This is an optimization exercise on Yosys and OpenROAD, whose aim is small area and a short achievable clock period, not a production implementation.
Only simulation tests tie the RTL to the original design; equivalence was not proved.
The clock port is modelled as an ideal driver; clocking choices that lean on that would not hold on a real chip.
Power is estimated from default activity; no workload was simulated.

===== flow/design.v =====
module scratch_stack_ram #(
    parameter int DATA_WIDTH     = 10,
    parameter int ADDR_WIDTH     = 8,
    parameter int CLEAR_ON_RESET = 1
) (
    input  logic                  CLK,
    input  logic                  RST,
    input  logic [DATA_WIDTH-1:0] DATA_IN,
    input  logic                  SCR_WE,
    input  logic [ADDR_WIDTH-1:0] SCR_ADDR,
    input  logic                  PUSH,
    input  logic                  POP,
    input  logic                  SP_LD,
    input  logic [ADDR_WIDTH-1:0] SP_DATA,
    input  logic                  ERR_CLR,
    output logic [DATA_WIDTH-1:0] DATA_OUT,
    output logic [ADDR_WIDTH-1:0] SP_OUT,
    output logic                  BUSY,
    output logic                  STK_EMPTY,
    output logic                  STK_FULL,
    output logic                  OVF,
    output logic                  UNF,
    output logic                  ILL
);
    localparam int DEPTH = 2 ** ADDR_WIDTH;
    localparam logic [ADDR_WIDTH:0]   FULL = (ADDR_WIDTH + 1)'(DEPTH);
    localparam logic [ADDR_WIDTH-1:0] LAST = ADDR_WIDTH'(DEPTH - 1);
    typedef enum logic {INIT, READY} state_t;
    state_t                state_q, state_d;
    logic [ADDR_WIDTH-1:0] sp_q, sp_d, clr_q, clr_d, wa;
    logic [ADDR_WIDTH:0]   cnt_q, cnt_d;
    logic                  ovf_q, ovf_d, unf_q, unf_d, ill_q, ill_d, we;
    logic [DATA_WIDTH-1:0] wd;
    logic [DATA_WIDTH-1:0] mem [DEPTH];
    always_ff @(posedge CLK or posedge RST) begin
        if (RST) begin
            state_q <= CLEAR_ON_RESET != 0 ? INIT : READY;
            sp_q    <= '0;
            cnt_q   <= '0;
            clr_q   <= '0;
            ovf_q   <= 1'b0;
            unf_q   <= 1'b0;
            ill_q   <= 1'b0;
        end else begin
            state_q <= state_d;
            sp_q    <= sp_d;
            cnt_q   <= cnt_d;
            clr_q   <= clr_d;
            ovf_q   <= ovf_d;
            unf_q   <= unf_d;
            ill_q   <= ill_d;
        end
    end
    always_ff @(posedge CLK) begin
        if (we && !RST) mem[wa] <= wd;
    end
    always_comb begin
        state_d = state_q;
        sp_d    = sp_q;
        cnt_d   = cnt_q;
        clr_d   = clr_q;
        ovf_d   = ovf_q;
        unf_d   = unf_q;
        ill_d   = ill_q;
        we      = 1'b0;
        wa      = SCR_ADDR;
        wd      = DATA_IN;
        if (state_q == INIT) begin
            we    = 1'b1;
            wa    = clr_q;
            wd    = '0;
            clr_d = clr_q + 1'b1;
            if (clr_q == LAST) state_d = READY;
        end else begin
            if (ERR_CLR) begin
                ovf_d = 1'b0;
                unf_d = 1'b0;
                ill_d = 1'b0;
            end
            if (SP_LD) begin
                sp_d  = SP_DATA;
                cnt_d = '0;
            end else if (PUSH && POP) begin
                ill_d = 1'b1;
            end else if (PUSH) begin
                we    = 1'b1;
                wa    = sp_q - 1'b1;
                sp_d  = sp_q - 1'b1;
                ovf_d = (cnt_q == FULL) ? 1'b1 : ovf_d;
                cnt_d = (cnt_q == FULL) ? cnt_q : cnt_q + 1'b1;
            end else if (POP) begin
                sp_d  = sp_q + 1'b1;
                unf_d = (cnt_q == '0) ? 1'b1 : unf_d;
                cnt_d = (cnt_q == '0) ? cnt_q : cnt_q - 1'b1;
            end else if (SCR_WE) begin
                we = 1'b1;
            end
        end
    end
    assign DATA_OUT  = (state_q == INIT) ? '0 : mem[POP ? sp_q : SCR_ADDR];
    assign SP_OUT    = sp_q;
    assign BUSY      = state_q == INIT;
    assign STK_EMPTY = cnt_q == '0;
    assign STK_FULL  = cnt_q == FULL;
    assign OVF       = ovf_q;
    assign UNF       = unf_q;
    assign ILL       = ill_q;
endmodule

===== flow/run.sh =====
#!/bin/bash
# synth_recipe.tcl (not shown) runs the flow's synth.tcl, then flattens the netlist and writes it again
# the make line also repeats each setting of config.mk as NAME=value (left out here)
make -C /OpenROAD-flow-scripts/flow DESIGN_CONFIG=/design/flow/config.mk WORK_HOME=/design/flow/orfs CLKGATE_MAP_FILE= SYNTH_SCRIPT=/design/flow/synth_recipe.tcl finish

===== flow/config.mk =====
export PLATFORM = sky130hd
export DESIGN_NAME = scratch_stack_ram
export DESIGN_NICKNAME = scratch_stack_ram
export VERILOG_FILES = /design/flow/design.v
export SDC_FILE = /design/flow/constraint.sdc
export NUM_CORES = 4
export LEC_CHECK = 0
export CAP_MARGIN = 20
export CORE_MARGIN = 2
export CORE_UTILIZATION = 40
export SLEW_MARGIN = 20

===== flow/constraint.sdc =====
create_clock -name core_clock -period 8.0 [get_ports {CLK}]
set_input_delay 1.6000 -clock core_clock [delete_from_list [all_inputs] [get_ports {CLK}]]
set_output_delay 1.6000 -clock core_clock [all_outputs]
set_load 0.01 [all_outputs]

==> results by group, run 1 <==
Critical path
  • Crit path capture type: primary output
  • CP arrival: between 6 and 7 ns
  • CP required: 6.40 ns
  • Setup CP Type: in2out
  • Crit-path max FO: 27
  • Type of origin of the critical path: input port

Routing
  • Vias post-DR: ~70000
  • Routed Antenna Nets: 0
  • Wire per inst: ~28 um
  • Iter 0 DRT Violations: 9392
  • Drt pass-1 iters: 6
  • Vias per inst: 5.834
  • WL final: 334100 um
  • DRC Markers: 0

Synthesis
  • Main flop type after synthesis: edfxtp_1
  • Synth area leader: edfxtp_1
  • Syn_area_per_cell: 13.06 sq um
  • Synth cell types: between 70 and 80
  • Fraction of the yosys area taken by sequential cells: 74.07%
  • Synth top area share: roughly three quarters
  • Synthesized area: roughly 0.10 sq mm
  • Mapped Nets: slightly above 8000
  • Top cells by area, synth: edfxtp_1 (73%), nand2_1 (8.1%), nand3_1 (4.6%)
  • Post-synth ARST share: 1.120%
  • Synthesis-stage register bit count: 2589
  • Post-Syn Instances: roughly 8000
  • Number of synthesized flops with an enable pin: approximately 2600
  • Syn. warnings: 1

CTS
  • Num Clock Sinks: 2589
  • Worst-Skew Late Latency: 0.95 ns
  • H-Tree Depth: 5
  • CTS tree: yes
  • Clock-pin transition on the worst setup and hold timing paths: 0.06 ns
  • Root Driver: clkbuf_16
  • Hold_buf cts: 0
  • CTS max path bufs: 4
  • Total CTS buffers: 286

STA
  • RSZ-0062 raised after global routing: no
  • Rel. slew slack: about a fifth
  • Final hold vios: 0
  • Fin crit period: about 7.9 ns
  • Worst Max-Slew Pin Slew: 1.177 ns
  • Top achievable clock speed: 126.4 MHz
  • Final worst-path cycle share: just under 100%
  • Final Max Tran Viols: 0
  • Final Setup Violations: 0
  • Clock Skew: 0.05431 ns

Placed design
  • GPL Wtd Cong: between 0.8 and 0.9
  • Post-DP HPWL: 202300 um
  • Placed instance count: 11560
  • Placed Area: ~0.11 sq mm
  • Port buffer count: between 50 and 60

Floorplan
  • Initial Utilization: between 40 and 50%
  • # rows: ~190
  • DIE WIDTH: ~520 um
  • Core Area: 0.2599 sq mm
  • DIE HEIGHT: slightly above 500 um
  • Die area: between 0.2 and 0.3 sq mm
  • I/O pin cnt: 57

Finish
  • Synth-to-layout area growth: 15.70%
  • Fillers: around 23000
  • Design area: roughly 0.12 sq mm
  • Layout cells sized above 1: a little under an eighth
  • Non-Filler Instances: between 10000 and 15000
  • Layout Utilization: a little under half
  • Fin nets: approximately 8400

Pwr
  • Power density over cell area: around 240 mW/mm^2
  • Leak: around 39 nW
  • Worst VDD drop: 0.0002131 V
  • Sw Share: a little over a fifth
  • Tot Pwr: 0.02875 W
  • Seq pwr share: slightly above 50%
  • Sw power: between 0.006 and 0.007 W
  • Clock power frac: a little over two fifths
  • Int Power: between 0.02 and 0.025 W
  • Logic pwr share: approximately 5.5%

Status
  • Status: finished clean

GRT
  • Largest net degree at the start of global routing: around 200
  • First-pass GRT wire length: approximately 480000 um
  • Remaining Overflow, GRT: 0
  • Vias in the first global route: roughly 67000
  • Total Routing Usage GR: about a quarter
  • Initial antenna violation count: 11

Hold path
  • Worst Hold Class: reg2reg

Run
  • Max cap viols: 0
power by group through the flow:
stage          registers [W]  clock network, W  logic [W]
6_report              0.0147            0.0125    0.00158
5_1_grt               0.0147            0.0131    0.00167
4_1_cts               0.0147            0.0126    0.00156
3_5_place_dp          0.0150                 0    0.00154
3_3_place_gp          0.0150                 0    0.00153
2_1_floorplan         0.0150                 0   0.000873
worst max-delay path: stages:
cell and delay, ns:
clkdlybuf4s50_1 0.71, nor2_1 0.16, a32o_4 0.39, buf_12 0.17, buf_12 0.16, a221oi_1 0.52, o21ai_0 0.17, a31oi_1 0.46
o22ai_1 0.28, o22ai_1 0.64, a21o_1 0.36, clkdlybuf4s50_1 0.60
layout by cell type (no fill, tap or decap), types with 57 or more instances in the layout:
cell type / synthesis / layout
edfxtp_1: 2560 / 2560
nand2_1: 2256 / 2239
nand3_1: 965 / 965
buf_4: 31 / 434
nor2_1: 311 / 299
clkbuf_16: 0 / 293
a21oi_1: 256 / 256
mux2i_1: 203 / 197
a31oi_1: 134 / 134
and3_1: 103 / 103
buf_12: 0 / 90
o21ai_0: 79 / 77
o22ai_1: 65 / 65
clkinv_1: 1 / 61
a32o_1: 62 / 61
a221oi_1: 59 / 58
clkbuf_1: 115 / 57
cells by family after synthesis:
kind of cell,count (synthesis),synth area share [%]
DFF,2589,74.07
and+or+nand+nor,3740,15.04
AOI/OAI and AO/OA,889,5.758
adders and majority gates,11,0.1385
muxes,227,2.352
xor gates and xnor gates,19,0.1588
buffers and inverters,545,2.479
sequential cells by signal, indices dropped and copies added (netlist names):
| name | flops |
|---|---|
| ovf_q | 1 |
| clr_q | 8 |
| sp_q | 8 |
| mem | 2560 |
| unf_q | 1 |
| ill_q | 1 |
| cnt_q | 9 |
| state_q | 1 |
metal layers:
| layer | vias to the layer above | routed length [um] | global-route usage [%] | part of all wire, % |
|---|---|---|---|---|
| met5 | - | 42 | 0 | 0.013 |
| met4 | 6 | 15710 | 11.11 | 4.7 |
| met2 | 3893 | 155200 | 38.73 | 46 |
| met1 | 35430 | 132200 | 33.69 | 40 |
| li1 | 30270 | - | - | - |
| met3 | 734 | 30960 | 4.383 | 9.3 |
area by class of cell:
class	count	area (sq um)	share of cell area, %
clock buffer	352	7574	6.249
timing repair buffer	579	5640	4.654
clock inverter	130	1069	0.8816
sequential	2589	77600	64.02
multi-input combinational	4886	24870	20.52
inverter	16	60.06	0.04955
antenna	7	17.52	0.01445
tap	3496	4374	3.609
Yosys cell counts, types with 9 or more instances:
cell and n:
and2_1 13, a31o_2 13, o21ai_0 79, inv_1 15, clkbuf_1 115, edfxtp_1 2560
a32o_1 62, nand2_1 2256, nor4_1 13, a32oi_1 13, nor3_1 19, a22oi_1 16
and3_1 103, o22ai_1 65, o2111ai_1 22, buf_2 300, xnor2_1 13, mux4_2 13
buf_1 75, o211ai_1 19, nand3_1 965, a311oi_1 31, ha_1 10, nor2_1 311
a21oi_1 256, dfrtp_1 29, a21o_1 11, a31oi_1 134, a311o_1 12, a211oi_1 28
buf_4 31, mux2_2 9, nor2b_1 11, nand4_1 34, mux2i_1 203, a221oi_1 59
repair_timing:
action	in CTS	in global routing
endpoints found under the setup margin	1	2
resized for setup	3	2
setup buffers	3	0
path summary, 6_finish.rpt:
check	from	endpoint	slack [ns]	cells after the start
max	SCR_ADDR[1]	DATA_OUT[0]	0.09	12
max reg2reg	sp_q[1]$_DFFE_PP0P_	mem[158][4]$_DFFE_PP_	3.01	9
min in group asynchronous	RST	ill_q$_DFFE_PP0P_	1.05	3
min reg2reg	clr_q[6]$_DFFE_PP0N_	clr_q[6]$_DFFE_PP0N_	0.50	1
max in group asynchronous	RST	state_q$_DFF_PP0_	6.64	3
min	clr_q[6]$_DFFE_PP0N_	clr_q[6]$_DFFE_PP0N_	0.50	1
per-stage QoR:
stage                     hold WS, ns  TNS, ns  setup WS, ns
after floorplan                0.4586        0         2.306
after global placement         0.4842   -1.215       -0.8952
after detailed placement       0.4890  -0.3300       -0.3300
after CTS                      0.5000        0       0.09347
after global routing           0.5317        0       0.02709
final                          0.5012        0       0.08796
==> inputs of run 2 (changes only) <==
==> flow/design.v (replaced) <==
module scratch_stack_ram #(
    parameter int DATA_WIDTH     = 10,
    parameter int ADDR_WIDTH     = 8,
    parameter int CLEAR_ON_RESET = 1
) (
    input  logic                  CLK,
    input  logic                  RST,
    input  logic [DATA_WIDTH-1:0] DATA_IN,
    input  logic                  SCR_WE,
    input  logic [ADDR_WIDTH-1:0] SCR_ADDR,
    input  logic                  PUSH,
    input  logic                  POP,
    input  logic                  SP_LD,
    input  logic [ADDR_WIDTH-1:0] SP_DATA,
    input  logic                  ERR_CLR,
    output logic [DATA_WIDTH-1:0] DATA_OUT,
    output logic [ADDR_WIDTH-1:0] SP_OUT,
    output logic                  BUSY,
    output logic                  STK_EMPTY,
    output logic                  STK_FULL,
    output logic                  OVF,
    output logic                  UNF,
    output logic                  ILL
);
    localparam int DW = DATA_WIDTH;
    logic       busy_q;
    logic [7:0] sp_q;
    logic [8:0] cnt_q;
    logic       ovf_q, unf_q, ill_q;
    logic       cnt_zero, cnt_full;
    assign cnt_zero = cnt_q == 9'd0;
    assign cnt_full = cnt_q[8];    
    logic op_push, op_pop, op_ill, op_scr;
    assign op_ill  = !SP_LD && PUSH && POP;
    assign op_push = !SP_LD && PUSH && !POP;
    assign op_pop  = !SP_LD && POP && !PUSH;
    assign op_scr  = !SP_LD && !PUSH && !POP && SCR_WE;
    always_ff @(posedge CLK or posedge RST) begin
        if (RST) begin
            busy_q <= CLEAR_ON_RESET != 0;
            sp_q   <= '0;
            cnt_q  <= '0;
            ovf_q  <= 1'b0;
            unf_q  <= 1'b0;
            ill_q  <= 1'b0;
        end else if (busy_q) begin
            cnt_q  <= {1'b0, cnt_q[7:0] + 8'd1};
            if (cnt_q[7:0] == 8'hFF) busy_q <= 1'b0;
        end else begin
            if (SP_LD) begin
                sp_q  <= SP_DATA;
                cnt_q <= '0;
            end else if (op_push) begin
                sp_q <= sp_q - 8'd1;
                if (!cnt_full) cnt_q <= cnt_q + 9'd1;
            end else if (op_pop) begin
                sp_q <= sp_q + 8'd1;
                if (!cnt_zero) cnt_q <= cnt_q - 9'd1;
            end
            ovf_q <= (ovf_q && !ERR_CLR) || (op_push && cnt_full);
            unf_q <= (unf_q && !ERR_CLR) || (op_pop && cnt_zero);
            ill_q <= (ill_q && !ERR_CLR) || op_ill;
        end
    end
    logic [7:0]    wa;
    logic          we;
    logic [DW-1:0] wd;
    always_comb begin
        if (busy_q) begin
            wa = cnt_q[7:0];
            we = !RST;
        end else if (op_push) begin
            wa = sp_q - 8'd1;
            we = 1'b1;
        end else begin
            wa = SCR_ADDR;
            we = op_scr;
        end
    end
    assign wd = busy_q ? '0 : DATA_IN;
    logic [15:0] wlo, whi;
    always_comb begin
        for (int k = 0; k < 16; k++) begin
            wlo[k] = wa[3:0] == 4'(k);
            whi[k] = we && wa[7:4] == 4'(k);
        end
    end
    logic [7:0]  ra;
    logic [15:0] rlo, rhi;
    assign ra = POP ? sp_q : SCR_ADDR;
    always_comb begin
        for (int k = 0; k < 16; k++) begin
            rlo[k] = ra[3:0] == 4'(k);
            rhi[k] = !busy_q && ra[7:4] == 4'(k);
        end
    end
    logic [DW-1:0] grp [16];
    for (genvar h = 0; h < 16; h++) begin : g_hi
        logic [DW-1:0] word [16];
        for (genvar l = 0; l < 16; l++) begin : g_lo
            logic          wl;
            logic [DW-1:0] q;
            assign wl = whi[h] && wlo[l];
            always_ff @(posedge CLK) q <= (q & {DW{!wl}}) | (wd & {DW{wl}});
            assign word[l] = q & {DW{rlo[l]}};
        end
        always_comb begin
            grp[h] = '0;
            for (int l = 0; l < 16; l++) grp[h] = grp[h] | word[l];
        end
    end
    always_comb begin
        DATA_OUT = '0;
        for (int h = 0; h < 16; h++) DATA_OUT = DATA_OUT | (grp[h] & {DW{rhi[h]}});
    end
    assign SP_OUT    = sp_q;
    assign BUSY      = busy_q;
    assign STK_EMPTY = busy_q || cnt_zero;
    assign STK_FULL  = cnt_full;
    assign OVF       = ovf_q;
    assign UNF       = unf_q;
    assign ILL       = ill_q;
endmodule
--- a/flow/config.mk
+++ b/flow/config.mk
@@ -9,3 +9,4 @@
 export CORE_MARGIN = 2
-export CORE_UTILIZATION = 40
+export CORE_UTILIZATION = 60
+export SETUP_SLACK_MARGIN = 2.5
 export SLEW_MARGIN = 20
==> run 2 against run 1 <==
- still clean
- combinational power increased by 89%
- global-route usage is 13 points higher
- power up 3.9%
- critical path depth grew 3
- worst hold slack lost 0.014 ns
- cell area fell by 6.5%
- die area decreased by 38%
- sequential share of layout area is 4.2 points higher
- first-iteration DRC count up 27%
- critical endpoint unchanged
- highest routed layer unchanged
==> results by group, run 2 <==
Finish
  • Most common cell after layout, fill and taps aside: edfxtp_1
  • Area of the multi-input gates: 0.01850 sq mm (-26%)
  • Synth-to-layout area growth: 17.70%
  • Most frequent cells in the layout: edfxtp_1 (2560), a22oi_1 (586), buf_4 (488)
  • Layout cells sized above 1: 18.76% (+7.1 points)
  • Non-Filler Instances: 8362 (-31%)
  • Sequential cell area: 0.07741 sq mm (-0.25%)
  • Fin nets: 6115 (-27%)
  • Fillers: 10180 (-55%)

Placed design
  • Placed instance count: 7745 (-33%)
  • Port buffer count: 56 (unchanged)
  • GPL Wtd Cong: 0.9450 (+5.0%)
  • Post-DP HPWL: 183400 um (-9.3%)

CTS
  • H-Tree Depth: 5 (unchanged)
  • Root Driver: clkbuf_16
  • CTS max path bufs: 4 (unchanged)
  • Hold_buf cts: 0 (unchanged)
  • CTS tree: yes
  • Num Clock Sinks: 2581 (-0.31%)
  • Total CTS buffers: 279 (-2.4%)
  • Worst-Skew Late Latency: 0.93 ns (-0.02 ns)
  • Clock-pin transition on the worst setup and hold timing paths: 0.06 ns (about the same)

Floorplan
  • # rows: 147 (-21%)
  • Core Area: 0.1600 sq mm (-38%)
  • DIE HEIGHT: 404.7 um (-22%)
  • Die area: 0.1638 sq mm (-38%)
  • Initial Utilization: 60.20% (+20 points)
  • DIE WIDTH: 404.7 um (-22%)
  • I/O pin cnt: 57 (unchanged)

Critical path
  • CP arrival: 5.16 ns (-1.15 ns)
  • Crit-path max FO: 8 (-70%)
  • Worst r2r src: sp_q[1]$_DFFE_PP0P_
  • Crit path capture type: primary output
  • CP endpoint: DATA_OUT[0]
  • Reg2Reg Setup Slack: 2.95 ns (-0.06 ns)
  • Setup CP Type: in2out
  • Reg2reg path depth: 11 (+2)
  • CP Launch Point: POP
  • Type of origin of the critical path: input port
  • CP required: 6.40 ns (about the same)

STA
  • Worst Max-Slew Pin Slew: 1.236 ns (+0.05940 ns)
  • RSZ-0062 raised after global routing: yes
  • Clock Skew: 0.03714 ns (-0.01717 ns)
  • Top achievable clock speed: 147.9 MHz (+17%)
  • Fin crit period: 6.764 ns (-1.149 ns)
  • Rel. slew slack: 17.31% (-3.3 points)
  • Final hold vios: 0 (unchanged)
  • Final Setup Violations: 0 (unchanged)
  • Final Max Tran Viols: 0 (unchanged)
  • Final worst-path cycle share: 84.54% (-14 points)

Synthesis
  • Main flop type after synthesis: edfxtp_1
  • Synth area leader: edfxtp_1
  • Count leader, synth: edfxtp_1
  • Syn. warnings: 18 (+17)
  • Top cells by area, synth: edfxtp_1 (80%), a22oi_1 (4.7%), a222oi_1 (2.4%)
  • Fraction of the yosys area taken by sequential cells: 80.35% (+6.3 points)
  • Post-Syn Instances: 5498 (-31%)
  • Synthesized area: 0.09633 sq mm (-8.0%)
  • Synth cell count leaders: edfxtp_1 (2560), a22oi_1 (598), nor2_1 (353), a222oi_1 (234), nand2_1 (228)
  • Synth cell types: 77 (+2.7%)
  • Post-synth ARST share: 0.8136% (-0.31 points)
  • Synth top area share: 79.80% (+6.4 points)
  • Number of synthesized flops with an enable pin: 2560 (unchanged)
  • Mapped Nets: 5536 (-31%)
  • Synthesis-stage register bit count: 2581 (-0.31%)
  • Syn_area_per_cell: 17.52 sq um (+34%)

GRT
  • Total Routing Usage GR: 37.68% (+13 points)
  • Remaining Overflow, GRT: 0 (unchanged)
  • Vias in the first global route: 55800 (-16%)
  • Largest net degree at the start of global routing: 198 (-1.5%)
  • Initial antenna violation count: 16 (+5)
  • First-pass GRT wire length: 428600 um (-11%)

Status
  • Status: finished clean

Pwr
  • Leak: 36.16 nW (-7.9%)
  • Power density over cell area: 263.5 mW/mm^2 (+11%)
  • Tot Pwr: 0.02987 W (+3.9%)
  • Worst VDD drop: 0.0002455 V (+15%)

Run
  • Max cap viols: 0 (unchanged)

Routing
  • Vias per inst: 7.150 (+23%)
  • Wire per inst: 37.10 um (+34%)
  • DRC Markers: 0 (unchanged)
  • Vias post-DR: 59790 (-15%)
  • Routed Antenna Nets: 0 (unchanged)
  • Iter 0 DRT Violations: 11890 (+27%)
  • Drt pass-1 iters: 9 (+3)
  • WL final: 310300 um (-7.1%)

Hold path
  • Hold path cells: 1 (unchanged)
  • Worst Hold Class: reg2reg
## run 2: critical path, stage by stage
cell	delay, ns
buf_16	0.12
buf_8	0.14
or3b_4	0.15
buf_4	0.11
buf_4	0.11
o22ai_4	0.11
buf_12	0.19
buf_16	0.17
buf_4	0.16
a222oi_1	0.57
and3_1	0.31
a31oi_1	0.10
nor4_1	0.65
nand4_1	0.39
buf_2	0.25
## run 2: metal layers
layer | vias to the layer above | track usage (%) | wire length, um
met2 | 4425 | 54.19 | 135500
met3 | 731 | 10.39 | 42850
met1 | 30370 | 55.33 | 118200
li1 | 24250 | - | -
met4 | 10 | 14.65 | 13590
met5 | - | 0 | 68
## run 2: cells by family after synthesis
family,after synthesis,synth area share [%]
buf+inv,384,1.842
flops,2581,80.35
fa+ha+maj,5,0.06494
simple gates,936,4.565
mux,65,0.6923
compound gates,1518,12.41
xor+xnor,9,0.08183
## run 2: worst min path at each step
stage | slack (ns) | endpoint | start
6_report | 0.49 | ovf_q$_DFFE_PP0N_ | ovf_q$_DFFE_PP0N_
5_1_grt | 0.51 | ovf_q$_DFFE_PP0N_ | ovf_q$_DFFE_PP0N_
4_1_cts | 0.49 | ovf_q$_DFFE_PP0N_ | ovf_q$_DFFE_PP0N_
3_5_place_dp | 0.48 | ill_q$_DFFE_PP0N_ | ill_q$_DFFE_PP0N_
2_1_floorplan | 0.50 | cnt_q[3]$_DFFE_PP0P_ | cnt_q[3]$_DFFE_PP0P_
3_3_place_gp | 0.47 | ill_q$_DFFE_PP0N_ | ill_q$_DFFE_PP0N_
## run 2: power breakdown
group	switching (W)	internal [W]
sequential	0.0000781	0.0149
clock	0.00504	0.00687
combinational	0.00201	0.000964
total	0.00713	0.0227
## run 2: per-stage QoR
step / worst slack, ns / hold WS, ns / util, % / area [sq um] / setup TNS [ns]
after floorplan: 2.851 / 0.4983 / - / 96410 / 0
after global placement: -0.9578 / 0.4678 / 63.87 / 102200 / -2.803
after detailed placement: -0.3519 / 0.4782 / 63.89 / 102200 / -0.6902
after CTS: 1.468 / 0.4893 / 70.59 / 113000 / 0
after global routing: 1.404 / 0.5077 / 70.84 / 113400 / 0
final: 1.236 / 0.4868 / 70.86 / 113400 / 0
## run 2: layout make-up
type | count | share of cell area (%)
inverters | 18 | 0.05959
repair buffers | 662 | 5.749
clock buffers | 355 | 6.577
clock inverters | 116 | 0.7062
well taps | 2086 | 2.302
flip-flops and latches | 2581 | 68.27
multi-input cells | 2535 | 16.31
diodes | 9 | 0.01986
## run 2: what timing repair did
item	in CTS	in global routing
pin swaps	100	51
resized for setup	274	36
setup endpoints to repair	10	10
gates cloned	22	1
setup buffers	95	18
==> inputs of run 3 (changes only) <==
--- a/flow/config.mk
+++ b/flow/config.mk
@@ -10,3 +10,3 @@
 export CORE_UTILIZATION = 60
-export SETUP_SLACK_MARGIN = 2.5
+export SETUP_SLACK_MARGIN = 3.5
 export SLEW_MARGIN = 20
==> run 3 against run 2 <==
- still clean
- worst hold slack got worse by 0.00064 ns
- sequential power about the same
- sequential share of layout area decreased by 0.48 points
- final cell count increased by 0.14%
- utilization increased by 0.50 points
- global-route usage about the same
- clock-buffer cell count unchanged
- setup slack improved by 0.16 ns
- synthesized area unchanged
- combinational power increased by 2%
==> results by group, run 3 <==
Status
  • Status: finished clean

Critical path
  • CP Launch Point: SCR_ADDR[0]
  • CP required: 6.40 ns (about the same)
  • CP arrival: 5.00 ns (-0.16 ns)
  • Crit path capture type: primary output
  • Crit-path max FO: 8 (unchanged)
  • Type of origin of the critical path: input port
  • Setup CP Type: in2out
  • Reg2Reg Setup Slack: 3.69 ns (+0.74 ns)
  • Worst r2r src: sp_q[1]$_DFFE_PP0P_

GRT
  • GR Layer Usage met2: 54.17% (about the same)
  • Met3 global-route usage: 10.59% (+0.19 points)
  • First-pass GRT wire length: 428800 um (about the same)
  • GR met1 Demand/Resource: 55.20% (-0.13 points)
  • Largest net degree at the start of global routing: 198 (unchanged)
  • Total Routing Usage GR: 37.70% (about the same)
  • Grt peak-use layer: met1
  • Vias in the first global route: 55830 (+0.050%)
  • Remaining Overflow, GRT: 0 (unchanged)
  • Initial antenna violation count: 14 (-2)

Synthesis
  • Synthesis-stage register bit count: 2581 (unchanged)
  • Main flop type after synthesis: edfxtp_1
  • Synth top area share: 79.80% (unchanged)
  • Count leader, synth: edfxtp_1
  • Post-synth ARST share: 0.8136% (unchanged)
  • Top cells by area, synth: edfxtp_1 (80%), a22oi_1 (4.7%), a222oi_1 (2.4%)
  • Mapped Nets: 5536 (unchanged)
  • Synthesized area: 0.09633 sq mm (unchanged)
  • Syn_area_per_cell: 17.52 sq um (unchanged)
  • Syn. warnings: 18 (unchanged)
  • Fraction of the yosys area taken by sequential cells: 80.35% (unchanged)
  • Synth cell types: 77 (unchanged)
  • Number of synthesized flops with an enable pin: 2560 (unchanged)
  • Post-Syn Instances: 5498 (unchanged)
  • Synth cell count leaders: edfxtp_1 (2560), a22oi_1 (598), nor2_1 (353), a222oi_1 (234), nand2_1 (228)
  • Synth area leader: edfxtp_1

CTS
  • H-Tree Depth: 5 (unchanged)
  • Num Clock Sinks: 2581 (unchanged)
  • Hold_buf cts: 0 (unchanged)
  • Worst-Skew Late Latency: 0.93 ns (about the same)
  • Total CTS buffers: 279 (unchanged)
  • CTS max path bufs: 4 (unchanged)
  • Clock-pin transition on the worst setup and hold timing paths: 0.06 ns (about the same)
  • CTS tree: yes
  • Root Driver: clkbuf_16

Floorplan
  • Core Area: 0.1600 sq mm (unchanged)
  • I/O pin cnt: 57 (unchanged)
  • Initial Utilization: 60.20% (unchanged)
  • DIE WIDTH: 404.7 um (unchanged)
  • # rows: 147 (unchanged)
  • Die area: 0.1638 sq mm (unchanged)
  • DIE HEIGHT: 404.7 um (unchanged)

STA
  • Min Hold Slack: 0.4861 ns (-0.0006420 ns)
  • Clock Skew: 0.03978 ns (+0.002636 ns)
  • Final hold vios: 0 (unchanged)
  • Fin crit period: 6.602 ns (-0.1618 ns)
  • Final worst-path cycle share: 82.52% (-2.0 points)
  • Top achievable clock speed: 151.5 MHz (+2.5%)
  • RSZ-0062 raised after global routing: yes
  • Rel. slew slack: 15.18% (-2.1 points)
  • Worst Max-Slew Pin Slew: 1.272 ns (+0.03630 ns)
  • Final Max Tran Viols: 0 (unchanged)
  • Min setup slack post-route: 1.398 ns (+0.1618 ns)
  • Final Setup Violations: 0 (unchanged)

Routing
  • Routed Antenna Nets: 0 (unchanged)
  • Drt pass-1 iters: 10 (+1)
  • Vias per inst: 7.132 (-0.25%)
  • Wire per inst: 37.18 um (+0.20%)
  • DRC Markers: 0 (unchanged)
  • WL final: 311300 um (+0.35%)
  • Vias post-DR: 59730 (-0.10%)
  • Iter 0 DRT Violations: 11250 (-5.4%)

Pwr
  • Power density over cell area: 262.0 mW/mm^2 (-0.55%)
  • Worst VDD drop: 0.0002463 V (+0.32%)
  • Tot Pwr: 0.02992 W (+0.15%)
  • Leak: 36.44 nW (+0.77%)

Placed design
  • Port buffer count: 56 (unchanged)
  • Post-DP HPWL: 183400 um (unchanged)
  • GPL Wtd Cong: 0.9450 (unchanged)
  • Place WS: -0.3519 ns (unchanged)

Finish
  • Most common cell after layout, fill and taps aside: edfxtp_1
  • Synth-to-layout area growth: 18.53%
  • Fillers: 10090 (-0.90%)
  • Layout Utilization: 71.36% (+0.50 points)
  • Fin nets: 6129 (+0.23%)
  • Layout cells sized above 1: 20.22% (+1.5 points)
  • Most frequent cells in the layout: edfxtp_1 (2560), a22oi_1 (584), buf_4 (496)

Hold path
  • Worst Hold Class: reg2reg
  • Hold Crit Start: ill_q$_DFFE_PP0N_

Run
  • Max cap viols: 0 (unchanged)
run 3: critical path, stage by stage:
cell      delay, ns
buf_12         0.12
or3b_4         0.25
buf_4          0.11
buf_4          0.12
o22ai_4        0.11
buf_12         0.19
buf_16         0.17
buf_4          0.15
a222oi_1       0.51
and3_1         0.31
a31oi_1        0.10
nor4_1         0.60
nand4_1        0.39
buf_2          0.25
run 3: cell type report:
class | instances | area, sq um | share of cell area (%)
Tap cell | 2086 | 2610 | 2.286
Multi-Input combinational cell | 2535 | 19090 | 16.72
Sequential cell | 2581 | 77410 | 67.79
Timing Repair Buffer | 676 | 6734 | 5.898
Clock inverter | 116 | 800.8 | 0.7013
Antenna cell | 7 | 17.52 | 0.01534
Inverter | 18 | 67.56 | 0.05917
Clock buffer | 355 | 7457 | 6.531
run 3: per-stage QoR:
stage / setup TNS, ns / instances / area, sq um
after floorplan: 0 / 5498 / 96410
after global placement: -2.803 / 7744 / 102200
after detailed placement: -0.6902 / 7745 / 102200
after CTS: 0 / 8333 / 113300
after global routing: 0 / 8367 / 114200
final: 0 / 8374 / 114200
run 3: logic make-up after synthesis:
group / count (synthesis) / share of synthesized area (%)
xor+xnor: 9 / 0.08183
fa+ha+maj: 5 / 0.06494
mux: 65 / 0.6923
simple gates: 936 / 4.565
buf+inv: 384 / 1.842
flops: 2581 / 80.35
compound gates: 1518 / 12.41
run 3: timing repair:
action / in CTS / in global routing
gates cloned: 22 / 4
buffers inserted: 95 / 29
gates resized for setup: 365 / 102
pin swaps: 100 / 64
setup endpoints to repair: 1780 / 1616
run 3: power by group:
group / internal (W) / leakage [nW] / switching (W)
Clock: 0.00687 / 4.02 / 0.00503
Combinational: 0.000990 / 9.15 / 0.00204
Sequential: 0.0149 / 23.3 / 0.0000808
Total: 0.0228 / 36.4 / 0.00715
run 3: routing by layer:
layer | part of all wire (%) | vias up
met5 | 0.027 | -
met4 | 4.4 | 12
met3 | 14 | 710
met2 | 44 | 4467
met1 | 37 | 30250
li1 | - | 24290
run 3: final timing paths:
check / cells after the start / to
worst max-delay path: 14 / DATA_OUT[0]
worst min-delay path: 2 / ill_q$_DFFE_PP0N_
worst max register to register: 10 / flop
worst min register to register: 2 / ill_q$_DFFE_PP0N_
max in group asynchronous: 2 / sp_q[1]$_DFFE_PP0P_
min in group asynchronous: 2 / cnt_q[8]$_DFFE_PP0P_
==> inputs of run 4 (changes only) <==
--- a/flow/design.v
+++ b/flow/design.v
@@ -1 +1,13 @@
+module ssr_o22ai (input logic a1, a2, b1, b2, output logic y);
+    assign y = ~((a1 | a2) & (b1 | b2));
+endmodule
+module ssr_nor2 (input logic a, b, output logic y);
+    assign y = ~(a | b);
+endmodule
+module ssr_nand4 (input logic a, b, c, d, output logic y);
+    assign y = ~(a & b & c & d);
+endmodule
+module ssr_inv (input logic a, output logic y);
+    assign y = ~a;
+endmodule
 module scratch_stack_ram #(
@@ -66,3 +78,3 @@
     logic          we;
-    logic [DW-1:0] wd;
+    logic [DW-1:0] wd_n;
     always_comb begin
@@ -79,3 +91,3 @@
     end
-    assign wd = busy_q ? '0 : DATA_IN;
+    assign wd_n = busy_q ? '1 : ~DATA_IN;
     logic [15:0] wlo, whi;
@@ -96,5 +108,5 @@
     end
-    logic [DW-1:0] grp [16];
+    logic [255:0]  rl_n;
+    logic [DW-1:0] q_n [256];
     for (genvar h = 0; h < 16; h++) begin : g_hi
-        logic [DW-1:0] word [16];
         for (genvar l = 0; l < 16; l++) begin : g_lo
@@ -103,13 +115,32 @@
             assign wl = whi[h] && wlo[l];
-            always_ff @(posedge CLK) q <= (q & {DW{!wl}}) | (wd & {DW{wl}});
-            assign word[l] = q & {DW{rlo[l]}};
-        end
-        always_comb begin
-            grp[h] = '0;
-            for (int l = 0; l < 16; l++) grp[h] = grp[h] | word[l];
+            always_ff @(posedge CLK) if (wl) q <= wd_n;
+            assign rl_n[h*16+l] = ~(rhi[h] && rlo[l]);
+            assign q_n[h*16+l]  = q;
         end
     end
-    always_comb begin
-        DATA_OUT = '0;
-        for (int h = 0; h < 16; h++) DATA_OUT = DATA_OUT | (grp[h] & {DW{rhi[h]}});
+    for (genvar b = 0; b < DW; b++) begin : g_bit
+        logic [127:0] t1;
+        logic [63:0]  t2;
+        logic [15:0]  t3;
+        logic [7:0]   t4;
+        logic [1:0]   t5;
+        logic         t6;
+        for (genvar j = 0; j < 128; j++) begin : g_l1
+            ssr_o22ai u (.a1(q_n[2*j][b]), .a2(rl_n[2*j]), .b1(q_n[2*j+1][b]), .b2(rl_n[2*j+1]),
+                         .y(t1[j]));
+        end
+        for (genvar j = 0; j < 64; j++) begin : g_l2
+            ssr_nor2 u (.a(t1[2*j]), .b(t1[2*j+1]), .y(t2[j]));
+        end
+        for (genvar j = 0; j < 16; j++) begin : g_l3
+            ssr_nand4 u (.a(t2[4*j]), .b(t2[4*j+1]), .c(t2[4*j+2]), .d(t2[4*j+3]), .y(t3[j]));
+        end
+        for (genvar j = 0; j < 8; j++) begin : g_l4
+            ssr_nor2 u (.a(t3[2*j]), .b(t3[2*j+1]), .y(t4[j]));
+        end
+        for (genvar j = 0; j < 2; j++) begin : g_l5
+            ssr_nand4 u (.a(t4[4*j]), .b(t4[4*j+1]), .c(t4[4*j+2]), .d(t4[4*j+3]), .y(t5[j]));
+        end
+        ssr_nor2 u_l6 (.a(t5[0]), .b(t5[1]), .y(t6));
+        ssr_inv  u_l7 (.a(t6), .y(DATA_OUT[b]));
     end
--- a/flow/config.mk
+++ b/flow/config.mk
@@ -9,4 +9,6 @@
 export CORE_MARGIN = 2
-export CORE_UTILIZATION = 60
-export SETUP_SLACK_MARGIN = 3.5
+export CORE_UTILIZATION = 75
+export SETUP_SLACK_MARGIN = 3.0
 export SLEW_MARGIN = 20
+export SYNTH_HIERARCHICAL = 1
+export SYNTH_MINIMUM_KEEP_SIZE = 0
==> run 4 against run 3 <==
- setup slack better by 0.25 ns
- power is 7.8% lower
- first-iteration DRC count is 18% higher
- utilization is 18 points higher
- fmax is 4.0% higher
- flip-flop and latch count stayed put
- die area is 21% lower
- synthesized cell count is 4.7% higher
- register-to-register slack worse by 0.57 ns
- clock-buffer cell count is 75 lower
==> results by group, run 4 <==
Synthesis
  • Synthesis-stage register bit count: 2581 (unchanged)
  • Post-synth ARST share: 0.8136% (unchanged)
  • Syn_area_per_cell: 16.45 sq um (-6.1%)
  • Synth cell types: 70 (-9.1%)
  • Post-Syn Instances: 5757 (+4.7%)
  • Syn. warnings: 9 (-9)
  • Mapped Nets: 5795 (+4.7%)
  • Count leader, synth: edfxtp_1
  • Synth cell count leaders: edfxtp_1 (2560), o22ai_1 (1286), nor2_1 (792), nand2_1 (288), nand4_1 (182)
  • Fraction of the yosys area taken by sequential cells: 81.72% (+1.4 points)
  • Synth top area share: 81.17% (+1.4 points)
  • Synthesized area: 0.09471 sq mm (-1.7%)
  • Top cells by area, synth: edfxtp_1 (81%), o22ai_1 (8.5%), nor2_1 (3.1%)
  • Main flop type after synthesis: edfxtp_1
  • Number of synthesized flops with an enable pin: 2560 (unchanged)
  • Synth area leader: edfxtp_1

Finish
  • Top Registers: g_hi.g_lo.q (2560), cnt_q (9), sp_q (8)
  • Sequential cell area: 0.07741 sq mm (unchanged)
  • Max reg flops: between 2000 and 3000
  • Area of the multi-input gates: 0.02001 sq mm (+4.8%)
  • Layout cells sized above 1: 22.40% (+2.2 points)
  • Synth-to-layout area growth: 18.94%
  • Fillers: 4402 (-56%)
  • Most flops, register: g_hi.g_lo.q
  • Most common cell after layout, fill and taps aside: edfxtp_1
  • Most frequent cells in the layout: edfxtp_1 (2560), o22ai_1 (1251), nor2_1 (598)
  • Fin nets: 6493 (+5.9%)

STA
  • Top achievable clock speed: 157.5 MHz (+4.0%)
  • Clock Skew: 0.03813 ns (-0.001652 ns)
  • Final Max Tran Viols: 0 (unchanged)
  • Setup tns final: 0 ns (unchanged)
  • Final Setup Violations: 0 (unchanged)
  • Worst Max-Slew Pin Slew: 1.331 ns (+0.05901 ns)
  • Final worst-path cycle share: 79.34% (-3.2 points)
  • Fin crit period: 6.347 ns (-0.2543 ns)
  • Min setup slack post-route: 1.653 ns (+0.2542 ns)
  • RSZ-0062 raised after global routing: yes
  • Rel. slew slack: 11.25% (-3.9 points)
  • Final hold vios: 0 (unchanged)

GRT
  • Remaining Overflow, GRT: 0 (unchanged)
  • GR Layer Usage met2: 67.36% (+13 points)
  • Total Routing Usage GR: 45.72% (+8.0 points)
  • Vias in the first global route: 60790 (+8.9%)
  • First-pass GRT wire length: 419400 um (-2.2%)
  • Met3 global-route usage: 14.29% (+3.7 points)
  • Largest net degree at the start of global routing: 192 (-3.0%)
  • GR met1 Demand/Resource: 60.84% (+5.6 points)
  • Initial antenna violation count: 23 (+9)
  • Grt peak-use layer: met2

Floorplan
  • DIE WIDTH: 359.4 um (-11%)
  • DIE HEIGHT: 359.4 um (-11%)
  • Initial Utilization: 75.52% (+15 points)
  • I/O pin cnt: 57 (unchanged)
  • Die area: 0.1291 sq mm (-21%)
  • # rows: 130 (-12%)
  • Core Area: 0.1254 sq mm (-22%)

Critical path
  • Reg2reg path depth: 9 (-1)
  • CP endpoint: DATA_OUT[0]
  • Crit-path max FO: 10 (+2)
  • Type of origin of the critical path: input port
  • CP arrival: 4.75 ns (-0.25 ns)
  • CP Launch Point: POP
  • Worst path depth: 17 (+3)
  • Cell Chain, Critical Path: buf_16 > buf_12 > nor2_4 > a32oi_4 > buf_6 > nor2_4 > buf_12 > buf_4 > nand2_2 > o22ai_1 > nor2_1 > nand4_1 > nor2_1 > nand4_1 > nor2_4 > inv_2 > buf_6
  • Critical path's slowest cell: nand4_1
  • CP required: 6.40 ns (about the same)
  • Delay-heaviest family, CP: simple AND/OR/NAND/NOR gates
  • Reg2Reg Setup Slack: 3.12 ns (-0.57 ns)
  • Peak per-stage delay on the critical path: 0.32 ns (-0.28 ns)
  • CP dominant cell by count: nor2_4
  • CP bufs+invs: 7 (unchanged)
  • Setup CP Type: in2out
  • R2R Path End: g_hi[7].g_lo[7].q[3]$_DFFE_PP_
  • Worst r2r src: sp_q[1]$_DFFE_PP0P_
  • Crit path capture type: primary output

CTS
  • Num Clock Sinks: 2581 (unchanged)
  • CTS max path bufs: 3 (-1)
  • Worst-Skew Late Latency: 0.87 ns (-0.06 ns)
  • H-Tree Depth: 4 (-1)
  • Clock-pin transition on the worst setup and hold timing paths: 0.06 ns (about the same)
  • CTS tree: yes
  • Hold_buf cts: 0 (unchanged)
  • Root Driver: clkbuf_16
  • Total CTS buffers: 228 (-18%)

Hold path
  • Worst Hold Class: reg2reg

Routing
  • Wire per inst: 37.00 um (-0.49%)
  • Drt pass-1 iters: 19 (+9)
  • Routed Antenna Nets: 0 (unchanged)
  • DRC Markers: 0 (unchanged)
  • WL final: 307300 um (-1.3%)
  • Vias per inst: 7.758 (+8.8%)
  • Iter 0 DRT Violations: 13250 (+18%)
  • Vias post-DR: 64440 (+7.9%)

Status
  • Status: finished clean

Placed design
  • Place WS: 0.07627 ns (+0.4281 ns)
  • Port buffer count: 56 (unchanged)
  • Post-DP HPWL: 164400 um (-10%)
  • GPL Wtd Cong: 0.9830 (+4.0%)

Pwr
  • Leak: 37.09 nW (+1.8%)
  • Power density over cell area: 244.7 mW/mm^2 (-6.6%)
  • Worst VDD drop: 0.0003387 V (+38%)

Run
  • Max cap viols: 0 (unchanged)
run 4: cell count changes after synthesis, moves of 83 or more:
cell and delta:
o22ai_1 +1261, a22oi_1 -592, nor2_1 +439, a222oi_1 -234, nor3_1 +140, a22o_1 -130, buf_2 -129, nand4_1 +118
a221oi_1 -91, nor3_2 +83
run 4: stage by stage:
| stage | total power, W | instance area, sq um | utilization (%) | hold slack, ns | cells |
|---|---|---|---|---|---|
| 3_5_place_dp | 0.01650 | 100100 | 79.85 | 0.4839 | 7687 |
| 3_3_place_gp | 0.01647 | 100000 | 79.77 | 0.4821 | 7685 |
| 4_1_cts | 0.02719 | 111300 | 88.73 | 0.4980 | 8246 |
| 5_1_grt | 0.02794 | 112600 | 89.82 | 0.5111 | 8300 |
| 2_1_floorplan | 0.01584 | 94940 | - | 0.4851 | 5757 |
| 6_report | 0.02757 | 112700 | 89.83 | 0.5000 | 8307 |
run 4: worst min-delay path by stage:
stage	from	end	slack, ns	cells after the start
6_report	ovf_q$_DFFE_PP0N_	ovf_q$_DFFE_PP0N_	0.50	1
3_5_place_dp	ovf_q$_DFFE_PP0N_	ovf_q$_DFFE_PP0N_	0.48	1
4_1_cts	ovf_q$_DFFE_PP0N_	ovf_q$_DFFE_PP0N_	0.50	1
5_1_grt	ovf_q$_DFFE_PP0N_	ovf_q$_DFFE_PP0N_	0.51	1
3_3_place_gp	ill_q$_DFFE_PP0N_	ill_q$_DFFE_PP0N_	0.48	1
2_1_floorplan	cnt_q[7]$_DFFE_PP0P_	busy_q$_DFF_PP1_	0.49	1
run 4: timing repair:
item / in CTS / in global routing
resized for setup: 736 / 162
buffers inserted: 111 / 44
setup endpoints to repair: 407 / 1126
gates cloned: 29 / 4
pin swaps: 223 / 93
run 4: area by class of cell:
class,instances,share of cell area (%)
Antenna cell,13,0.02888
Inverter,25,0.08663
Multi-Input combinational cell,3032,17.76
Tap cell,1650,1.833
Sequential cell,2581,68.71
Timing Repair Buffer,587,5.125
Clock buffer,280,5.332
Clock inverter,139,1.117
run 4: cells by family (layout without fill, tap and decap cells):
logic type | count (synthesis) | in the layout | synth area share (%)
buffers and inverters | 154 | 1031 | 0.7873
multiplexers | 7 | 7 | 0.07662
other | 0 | 13 | 0
AO/OA/AOI/OAI | 1396 | 1396 | 9.366
AND/OR/NAND/NOR | 1611 | 1621 | 7.954
XOR/XNOR | 3 | 3 | 0.02775
adder cells (fa/ha/maj) | 5 | 5 | 0.06605
flip-flops | 2581 | 2581 | 81.72
run 4: layer usage:
metal	vias to the layer above	share of wire (%)
met5	-	0.071
li1	25070	-
met3	1545	18
met2	7002	44
met4	30	8.6
met1	30790	30
run 4: per-module statistics from Yosys, one instance, submodules excluded:
module             flip-flops and latches  area, sq um
ssr_nand4                               0        6.256
ssr_o22ai                               0        6.256
ssr_inv                                 0        3.754
scratch_stack_ram                    2581        82800
ssr_nor2                                0        3.754
run 4: where the power goes:
part / total [W] / leakage (nW) / switching (W) / internal [W]
registers: 0.0150 / 23.3 / 0.0000879 / 0.0149
logic: 0.00168 / 10.3 / 0.00125 / 0.000438
clock network: 0.0109 / 3.56 / 0.00488 / 0.00602
==> inputs of run 5 (changes only) <==
==> flow/flow/run.sh (new file) <==
#!/bin/bash
# The standard layout, with one extra step sourced before CTS (flow/boost.tcl) that gives
# the upper levels of the read tree more drive. Each make run's output goes to its own log.
set -euo pipefail
HERE=$(pwd)
bash standard.sh PRE_CTS_TCL="$HERE/flow/boost.tcl" finish > "$HERE/standard_finish.log" 2>&1
==> flow/flow/boost.tcl (new file) <==
# Sourced by ORFS's cts.tcl before clock tree synthesis (PRE_CTS_TCL). The read tree's
# upper levels (from the 16-word nodes to the output) drive long wires across the array,
# so give those few cells drive strength 2 before CTS and its timing repair.
proc upsize_read_tree {levels target} {
  set n 0
  set re "\\.(g_([join $levels |])\\\[\\d+\\\]\\.u|u_([join $levels |]))\\.y\$"
  foreach net [get_nets -hierarchical g_bit*] {
    if {![regexp $re [get_full_name $net]]} continue
    foreach pin [get_pins -of_objects $net -filter "direction==output"] {
      set inst [get_cells -of_objects $pin]
      set master [get_property $inst ref_name]
      if {[regexp {^(sky130_fd_sc_hd__[a-z0-9]+)_(\d+)$} $master -> base sz] && $sz < $target} {
        replace_cell $inst ${base}_$target
        incr n
      }
    }
  }
  puts "upsize_read_tree: resized $n cells to drive $target"
}
upsize_read_tree {l3 l4 l5 l6 l7} 2
==> flow/standard.sh (new file) <==
#!/bin/bash
# synth_recipe.tcl (not shown) runs the flow's synth.tcl, then flattens the netlist and writes it again
# the make line also repeats each setting of config.mk as NAME=value (left out here)
make -C /OpenROAD-flow-scripts/flow DESIGN_CONFIG=/design/flow/config.mk WORK_HOME=/design/flow/orfs CLKGATE_MAP_FILE= SYNTH_SCRIPT=/design/flow/synth_recipe.tcl "${@:-finish}"
--- a/flow/config.mk
+++ b/flow/config.mk
@@ -10,2 +10,4 @@
 export CORE_UTILIZATION = 75
+export CTS_CLUSTER_DIAMETER = 100
+export CTS_CLUSTER_SIZE = 25
 export SETUP_SLACK_MARGIN = 3.0
removed: flow/run.sh
==> run 5 against run 4 <==
- still clean on timing, DRC and antenna
- utilization shrank 1.4 points
- register-to-register slack gained 0.13 ns
- final cell count shrank 4.0%
- synthesized area is the same
- fmax grew 6.2%
- combinational power grew 5%
- largest power group unchanged
==> results by group, run 5 <==
STA
  • Final worst-path cycle share: 74.68% (-4.7 points)
  • Clock Skew: 0.03039 ns (-0.007737 ns)
  • Setup tns final: 0 ns (unchanged)
  • Final Setup Violations: 0 (unchanged)
  • Rel. slew slack: 14.28% (+3.0 points)
  • Final hold vios: 0 (unchanged)
  • Top achievable clock speed: 167.4 MHz (+6.2%)
  • Fin crit period: 5.974 ns (-0.3733 ns)
  • RSZ-0062 raised after global routing: yes
  • Final Max Tran Viols: 0 (unchanged)
  • Min Hold Slack: 0.5060 ns (+0.005983 ns)
  • Worst Max-Slew Pin Slew: 1.286 ns (-0.04550 ns)

Routing
  • Routed Antenna Nets: 0 (unchanged)
  • DRC Markers: 0 (unchanged)
  • Wire per inst: 36.03 um (-2.6%)
  • Vias post-DR: 61880 (-4.0%)
  • Iter 0 DRT Violations: 12400 (-6.4%)
  • Vias per inst: 7.760 (about the same)
  • Drt pass-1 iters: 8 (-11)
  • WL final: 287300 um (-6.5%)

Placed design
  • Placed Area: 0.1001 sq mm (unchanged)
  • Post-DP HPWL: 164400 um (unchanged)
  • Placed instance count: 7687 (unchanged)
  • GPL Wtd Cong: 0.9830 (unchanged)
  • Port buffer count: 56 (unchanged)

GRT
  • Remaining Overflow, GRT: 0 (unchanged)
  • Vias in the first global route: 57700 (-5.1%)
  • Largest net degree at the start of global routing: 192 (unchanged)
  • Initial antenna violation count: 11 (-52%)
  • Total Routing Usage GR: 43.43% (-2.3 points)
  • First-pass GRT wire length: 399600 um (-4.7%)

Critical path
  • CP required: 6.40 ns (about the same)
  • Type of origin of the critical path: input port
  • Worst r2r src: sp_q[1]$_DFFE_PP0P_
  • CP arrival: 4.37 ns (-0.38 ns)
  • Critical path's slowest cell: nor3b_1
  • Peak per-stage delay on the critical path: 0.32 ns (about the same)
  • Crit-path max FO: 16 (+6)
  • Reg2Reg Setup Slack: 3.25 ns (+0.13 ns)
  • R2R Path End: g_hi[6].g_lo[7].q[5]$_DFFE_PP_
  • Setup CP Type: in2out
  • Cell Chain, Critical Path: buf_2 > nor3b_1 > a31oi_2 > buf_6 > buf_4 > nor2_2 > buf_16 > nand2_2 > buf_4 > o22ai_1 > nor2_1 > nand4_2 > nor2_4 > nand4_4 > nor2_4 > inv_2 > buf_6
  • Reg2reg path depth: 8 (-1)
  • Crit path capture type: primary output
  • Worst path depth: 17 (unchanged)
  • CP bufs+invs: 7 (unchanged)
  • Delay-heaviest family, CP: simple AND/OR/NAND/NOR gates

Finish
  • Non-Filler Instances: 7974 (-4.0%)
  • Design area: 0.1110 sq mm (-1.5%)
  • Synth-to-layout area growth: 17.15%
  • Layout cells sized above 1: 25.98% (+3.6 points)
  • Most flops, register: g_hi.g_lo.q
  • Fin nets: 6339 (-2.4%)
  • Top Registers: g_hi.g_lo.q (2560), cnt_q (9), sp_q (8)
  • Max reg flops: 2560 (unchanged)
  • Fillers: 4757 (+8.1%)
  • Most common cell after layout, fill and taps aside: edfxtp_1
  • Most frequent cells in the layout: edfxtp_1 (2560), o22ai_1 (1226), nor2_1 (456)

Synthesis
  • Count leader, synth: edfxtp_1
  • Mapped Nets: 5795 (unchanged)
  • Syn_area_per_cell: 16.45 sq um (unchanged)
  • Synth cell count leaders: edfxtp_1 (2560), o22ai_1 (1286), nor2_1 (792), nand2_1 (288), nand4_1 (182)
  • Top cells by area, synth: edfxtp_1 (81%), o22ai_1 (8.5%), nor2_1 (3.1%)
  • Post-Syn Instances: 5757 (unchanged)
  • Synth cell types: 70 (unchanged)
  • Synthesis-stage register bit count: 2581 (unchanged)
  • Synthesized area: 0.09471 sq mm (unchanged)
  • Synth area leader: edfxtp_1
  • Main flop type after synthesis: edfxtp_1
  • Synth top area share: 81.17% (unchanged)
  • Number of synthesized flops with an enable pin: 2560 (unchanged)
  • Fraction of the yosys area taken by sequential cells: 81.72% (unchanged)
  • Post-synth ARST share: 0.8136% (unchanged)
  • Syn. warnings: 9 (unchanged)

Pwr
  • Int Power: 0.01797 W (-16%)
  • Clock power frac: 27.7% (-12 points)
  • Logic pwr share: 7.6% (+1.5 points)
  • Seq pwr share: 64.6% (+10 points)
  • Sw power: 0.005191 W (-16%)
  • Worst VDD drop: 0.0002335 V (-31%)
  • Sw Share: 22.41% (-0.13 points)
  • Leak: 35.59 nW (-4.0%)
  • Tot Pwr: 0.02316 W (-16%)
  • Power density over cell area: 208.7 mW/mm^2 (-15%)

Hold path
  • Hold path cells: 1 (unchanged)
  • Hold endpoint: ovf_q$_DFFE_PP0N_
  • Worst Hold Class: reg2reg
  • Hold Crit Start: ovf_q$_DFFE_PP0N_

Floorplan
  • DIE WIDTH: 359.4 um (unchanged)
  • Initial Utilization: 75.52% (unchanged)
  • Die area: 0.1291 sq mm (unchanged)
  • I/O pin cnt: 57 (unchanged)
  • # rows: 130 (unchanged)
  • DIE HEIGHT: 359.4 um (unchanged)
  • Core Area: 0.1254 sq mm (unchanged)

CTS
  • Num Clock Sinks: 2581 (unchanged)
  • Worst-Skew Late Latency: 0.79 ns (-0.08 ns)
  • Clock-pin transition on the worst setup and hold timing paths: 0.10 ns (+0.04 ns)
  • Total CTS buffers: 113 (-50%)
  • Hold_buf cts: 0 (unchanged)
  • CTS tree: yes

Run
  • Max cap viols: 0 (unchanged)

Status
  • Status: finished clean
run 5: cell counts after synthesis:
Identical to the previous run, type by type.
run 5: worst max path at each step:
stage,start,to
floorplan,DATA_IN[0],g_hi[0].g_lo[0].q[0]$_DFFE_PP_
global placement,POP,DATA_OUT[9]
detailed placement,POP,DATA_OUT[9]
CTS,POP,DATA_OUT[9]
global route,SCR_ADDR[7],DATA_OUT[2]
finish,SCR_ADDR[7],DATA_OUT[2]
run 5: stage by stage:
step / utilization (%) / setup WS [ns]
2_1_floorplan: - / 2.597
3_3_place_gp: 79.77 / 0.1142
3_5_place_dp: 79.85 / 0.07627
4_1_cts: 86.78 / 2.259
5_1_grt: 88.46 / 2.006
6_report: 88.47 / 2.026
run 5: power groups by stage:
stage	logic, W	registers, W	clock network [W]
after floorplan	0.000565	0.0153	0
after global placement	0.00122	0.0153	0
after detailed placement	0.00124	0.0153	0
after CTS	0.00159	0.0150	0.00634
after global routing	0.00177	0.0150	0.00677
final	0.00177	0.0150	0.00643
run 5: Yosys stat by module, one instance, submodules excluded:
module / cell area (sq um) / flip-flops and latches / copies in the design
ssr_inv: 3.754 / 0 / 10
ssr_nor2: 3.754 / 0 / 730
ssr_nand4: 6.256 / 0 / 180
ssr_o22ai: 6.256 / 0 / 1280
scratch_stack_ram: 82800 / 2581 / 1
run 5: cells by family (layout without fill, tap and decap cells):
logic type | Yosys count | in the layout | share of synthesized area, %
flops | 2581 | 2581 | 81.72
buf+inv | 154 | 701 | 0.7873
mux | 7 | 7 | 0.07662
xor+xnor | 3 | 3 | 0.02775
fa+ha+maj | 5 | 5 | 0.06605
compound gates | 1396 | 1397 | 9.366
simple gates | 1611 | 1619 | 7.954
other cells | 0 | 11 | 0
run 5: layout make-up:
cell class              count  area [sq um]  share of cell area (%)
diodes                     11         27.53                 0.02481
well taps                1650          2064                   1.861
clock buffers             123          2908                   2.621
inverters                  25         97.59                 0.08796
multi-input cells        3031         22880                   20.63
flip-flops and latches   2581         77410                   69.77
repair buffers            549          5509                   4.965
clock inverters             4         53.80                 0.04849
run 5: routing by layer:
metal  GRT usage (%)  part of all wire [%]
met4           23.41                   7.3
met2           65.07                    45
met1           59.93                    31
met3           11.25                    16
met5               0                 0.013
run 5: repair_timing:
action / CTS / global route
buffers inserted: 95 / 24
resized for setup: 852 / 348
setup endpoints to repair: 501 / 1021
pin swaps: 248 / 220
gates cloned: 18 / 10
==> inputs of run 6 (changes only) <==
==> flow/flow/run.sh (replaced) <==
#!/bin/bash
# The standard layout with three changes: port buffers are buf_4 cells; before repair_design
# the fanout is capped at 40 (flow/fanout.tcl); before CTS the upper levels of the read tree
# get drive strength 2 (flow/boost.tcl). The make run's output goes to its own log.
set -euo pipefail
HERE=$(pwd)
bash standard.sh "BUFFER_PORTS_ARGS=-buffer_cell sky130_fd_sc_hd__buf_4" \
  PRE_RESIZE_TCL="$HERE/flow/fanout.tcl" PRE_CTS_TCL="$HERE/flow/boost.tcl" finish \
  > "$HERE/standard_finish.log" 2>&1
==> flow/flow/fanout.tcl (new file) <==
# Sourced by ORFS's resize.tcl before repair_design (PRE_RESIZE_TCL): cap the fanout so that
# the write-data and other wide nets get split into smaller buffered nets.
set_max_fanout 40 [current_design]
==> run 6 against run 5 <==
- utilization down 0.57 points
- register-to-register slack worse by 0.43 ns
- still clean on timing, DRC and antenna
- global-route usage up 1.1 points
- setup slack worse by 0.22 ns
==> results by group, run 6 <==
Pwr
  • Seq pwr share: 64.2% (-0.4 points)
  • Clock power frac: 27.8% (about the same)
  • Sw Share: 22.85% (+0.44 points)
  • Sw power: 0.005326 W (+2.6%)
  • Worst VDD drop: 0.0002833 V (+21%)
  • Tot Pwr: 0.02331 W (+0.63%)
  • Int Power: 0.01798 W (about the same)
  • Logic pwr share: 8.0% (+0.4 points)
  • Leak: 35.37 nW (-0.62%)
  • Power density over cell area: 211.4 mW/mm^2 (+1.3%)

Synthesis
  • Top cells by area, synth: edfxtp_1 (81%), o22ai_1 (8.5%), nor2_1 (3.1%)
  • Count leader, synth: edfxtp_1
  • Synth Area in Adders: 0.06605% (unchanged)
  • Syn. warnings: 9 (unchanged)
  • Main flop type after synthesis: edfxtp_1
  • Synth cell types: 70 (unchanged)
  • Synth Area in XOR/XNOR: 0.02774% (unchanged)
  • Post-synth ARST share: 0.8136% (unchanged)
  • Mux cell area share after synthesis: 0.07662% (unchanged)
  • Synthesis-stage register bit count: 2581 (unchanged)
  • Synth Area in Compound Gates: 9.366% (unchanged)
  • Synth cell count leaders: edfxtp_1 (2560), o22ai_1 (1286), nor2_1 (792), nand2_1 (288), nand4_1 (182)
  • Largest family of logic cells by synthesized area: compound AO/OA/AOI/OAI gates
  • Synth area leader: edfxtp_1
  • Post-synthesis simple-gate area fraction: 7.954% (unchanged)
  • Syn_area_per_cell: 16.45 sq um (unchanged)
  • Synthesized area: 0.09471 sq mm (unchanged)
  • Mapped Nets: 5795 (unchanged)
  • Post-Syn Instances: 5757 (unchanged)
  • Synth top area share: 81.17% (unchanged)
  • Number of synthesized flops with an enable pin: 2560 (unchanged)
  • Fraction of the yosys area taken by sequential cells: 81.72% (unchanged)

GRT
  • Initial antenna violation count: 13 (+2)
  • Largest net degree at the start of global routing: 41 (-79%)
  • Vias in the first global route: 58190 (+0.85%)
  • Total Routing Usage GR: 44.49% (+1.1 points)
  • First-pass GRT wire length: 406300 um (+1.7%)
  • Remaining Overflow, GRT: 0 (unchanged)

CTS
  • CTS tree: yes
  • Num Clock Sinks: 2581 (unchanged)
  • Total CTS buffers: 113 (unchanged)
  • Clock-pin transition on the worst setup and hold timing paths: 0.10 ns (about the same)
  • Worst-Skew Late Latency: 0.79 ns (about the same)

Routing
  • Iter 0 DRT Violations: 12890 (+4.0%)
  • DRC Markers: 0 (unchanged)
  • Routed Antenna Nets: 0 (unchanged)
  • Vias per inst: 7.899 (+1.8%)
  • Wire per inst: 37.60 um (+4.4%)
  • Drt pass-1 iters: 7 (-1)
  • WL final: 300800 um (+4.7%)
  • Vias post-DR: 63190 (+2.1%)

Placed design
  • GPL Wtd Cong: 0.9552 (-2.8%)
  • Post-DP HPWL: 175100 um (+6.5%)
  • Placed instance count: 7650 (-0.48%)
  • Port buffer count: 56 (unchanged)

Critical path
  • Crit path capture type: primary output
  • Crit-path max FO: 10 (-6)
  • Setup CP Type: in2out
  • CP arrival: 4.59 ns (+0.22 ns)
  • CP required: 6.40 ns (about the same)
  • Type of origin of the critical path: input port

Floorplan
  • I/O pin cnt: 57 (unchanged)
  • DIE WIDTH: 359.4 um (unchanged)
  • Die area: 0.1291 sq mm (unchanged)
  • # rows: 130 (unchanged)
  • Core Area: 0.1254 sq mm (unchanged)
  • DIE HEIGHT: 359.4 um (unchanged)
  • Initial Utilization: 75.52% (unchanged)

STA
  • RSZ-0062 raised after global routing: yes
  • Clock Skew: 0.03615 ns (+0.005761 ns)
  • Fin crit period: 6.192 ns (+0.2177 ns)
  • Final Setup Violations: 0 (unchanged)
  • Final hold vios: 0 (unchanged)
  • Final worst-path cycle share: 77.40% (+2.7 points)
  • Worst Max-Slew Pin Slew: 1.279 ns (-0.007079 ns)
  • Setup tns final: 0 ns (unchanged)
  • Top achievable clock speed: 161.5 MHz (-3.5%)
  • Min Hold Slack: 0.5096 ns (+0.003601 ns)
  • Final Max Tran Viols: 0 (unchanged)
  • Rel. slew slack: 14.75% (+0.47 points)

Finish
  • Fillers: 4743 (-0.29%)
  • Non-Filler Instances: 8000 (+0.33%)
  • Most common cell after layout, fill and taps aside: edfxtp_1
  • Most flops, register: g_hi.g_lo.q
  • Max reg flops: 2560 (unchanged)
  • Area of the multi-input gates: 0.02259 sq mm (-1.3%)
  • Synth-to-layout area growth: 16.40%
  • Layout cells sized above 1: 26.30% (+0.32 points)
  • Fin nets: 6360 (+0.33%)
  • Most frequent cells in the layout: edfxtp_1 (2560), o22ai_1 (1239), nor2_1 (496)
  • Sequential cell area: 0.07741 sq mm (about the same)
  • Top Registers: g_hi.g_lo.q (2560), cnt_q (9), sp_q (8)

Status
  • Status: finished clean

Hold path
  • Worst Hold Class: reg2reg

Run
  • Max cap viols: 0 (unchanged)
## run 6: power groups by stage
stage                     Combinational [W]  Clock (W)  Sequential [W]
after floorplan                    0.000565          0          0.0153
after global placement              0.00116          0          0.0153
after detailed placement            0.00124          0          0.0153
after CTS                           0.00161    0.00636          0.0150
after global routing                0.00184    0.00683          0.0150
final                               0.00186    0.00648          0.0150
## run 6: final timing paths
path / startpoint / endpoint / slack (ns) / depth (start not counted)
hold reg to reg: ovf_q$_DFFE_PP0N_ / ovf_q$_DFFE_PP0N_ / 0.51 / 1
hold / removal: ovf_q$_DFFE_PP0N_ / ovf_q$_DFFE_PP0N_ / 0.51 / 1
min in group asynchronous: RST / sp_q[0]$_DFFE_PP0P_ / 1.01 / 2
setup / recovery: POP / DATA_OUT[2] / 1.81 / 16
max in group asynchronous: RST / sp_q[4]$_DFFE_PP0P_ / 6.35 / 2
setup reg to reg: busy_q$_DFF_PP1_ / g_hi[9].g_lo[10].q[8]$_DFFE_PP_ / 2.82 / 7
## run 6: critical path: stages
cell	delay [ns]
buf_16	0.11
buf_4	0.12
nor2_1	0.08
a32oi_4	0.28
buf_4	0.19
nor2_4	0.05
buf_12	0.21
nand2_2	0.21
o22ai_1	0.20
nor2_1	0.28
nand4_2	0.24
nor2_4	0.29
nand4_4	0.23
nor2_4	0.29
inv_2	0.05
buf_4	0.15
## run 6: cell families (layout without fill, tap and decap cells)
logic type	Yosys count	count (layout)
xor gates and xnor gates	3	3
other	0	16
muxes	7	7
buffers and inverters	154	702
AOI/OAI and AO/OA	1396	1396
and+or+nand+nor	1611	1640
DFF	2581	2581
adders and majority gates	5	5
## run 6: per-layer routing
layer	part of all wire [%]	wire length (um)	track usage, %
met5	0.095	286	0.6659
met4	8.3	25050	24.24
met3	18	53070	13.12
met2	44	132200	66.44
met1	30	90160	60.23
## run 6: repair_timing
action / 4_1_cts / 5_1_grt
endpoints found under the setup margin: 314 / 331
gates resized for setup: 682 / 303
gates cloned: 21 / 18
pin swaps: 125 / 131
setup buffers: 114 / 54
hold buffers: 0 / 0
## run 6: per-stage QoR
stage	instance area, sq um	utilization (%)	setup WS [ns]
3_3_place_gp	98990	78.94	0.7233
6_report	110200	87.91	1.808
5_1_grt	110200	87.88	1.822
3_5_place_dp	99550	79.38	0.7052
2_1_floorplan	94940	-	2.597
4_1_cts	108000	86.15	2.126
## run 6: final cells by class
type	count	area share (%)
clock buffers	124	2.641
clock inverters	3	0.04426
well taps	1650	1.873
diodes	16	0.03632
repair buffers	550	4.612
flip-flops and latches	2581	70.22
inverters	25	0.08512
multi-input cells	3051	20.49
## run 6: Yosys stat by module, one instance, submodules excluded
module             cell area [sq um]  copies in the design  flip-flops and latches  cells
ssr_nor2                       3.754                   730                       0      1
scratch_stack_ram              82800                     1                    2581   3557
ssr_nand4                      6.256                   180                       0      1
ssr_o22ai                      6.256                  1280                       0      1
ssr_inv                        3.754                    10                       0      1

-- what the ideal ports hide --
No port has a modelled driver above. Below, the same layouts with a new extraction and two added sets of constraints. Step 1 assumes that a clkbuf_16 drives the clock port and a buf_2 every other input. Step 2 adds t to the input delays and takes it off the output delays; t is the mean of the earliest and latest rising clock arrival at the registers after step 1. Input paths then give back, and output paths get back, about the clock's delay inside the block. a / b / c = no drivers / after step 1 / after step 2; a / b = the first two.
run | shift t [ns] | setup slack, ns | worst register clock-pin slew, ns
run 1 | 1.036 | 0.088 / 0.051 / 0.051 | 0.07 / 0.07
run 2 | 0.990 | 1.236 / 0.985 / 0.985 | 0.07 / 0.07
run 3 | 0.999 | 1.398 / 1.198 / 1.198 | 0.07 / 0.07
run 4 | 0.940 | 1.653 / 1.466 / 1.466 | 0.09 / 0.09
run 5 | 0.858 | 2.026 / 1.854 / 1.791 | 0.11 / 0.11
run 6 | 0.853 | 1.808 / 1.565 / 1.565 | 0.12 / 0.12
After both steps every run listed still meets setup and hold. For run 2, which loses most, drivers alone change the setup slack by -0.251 ns; drivers and shift together by -0.251 ns.
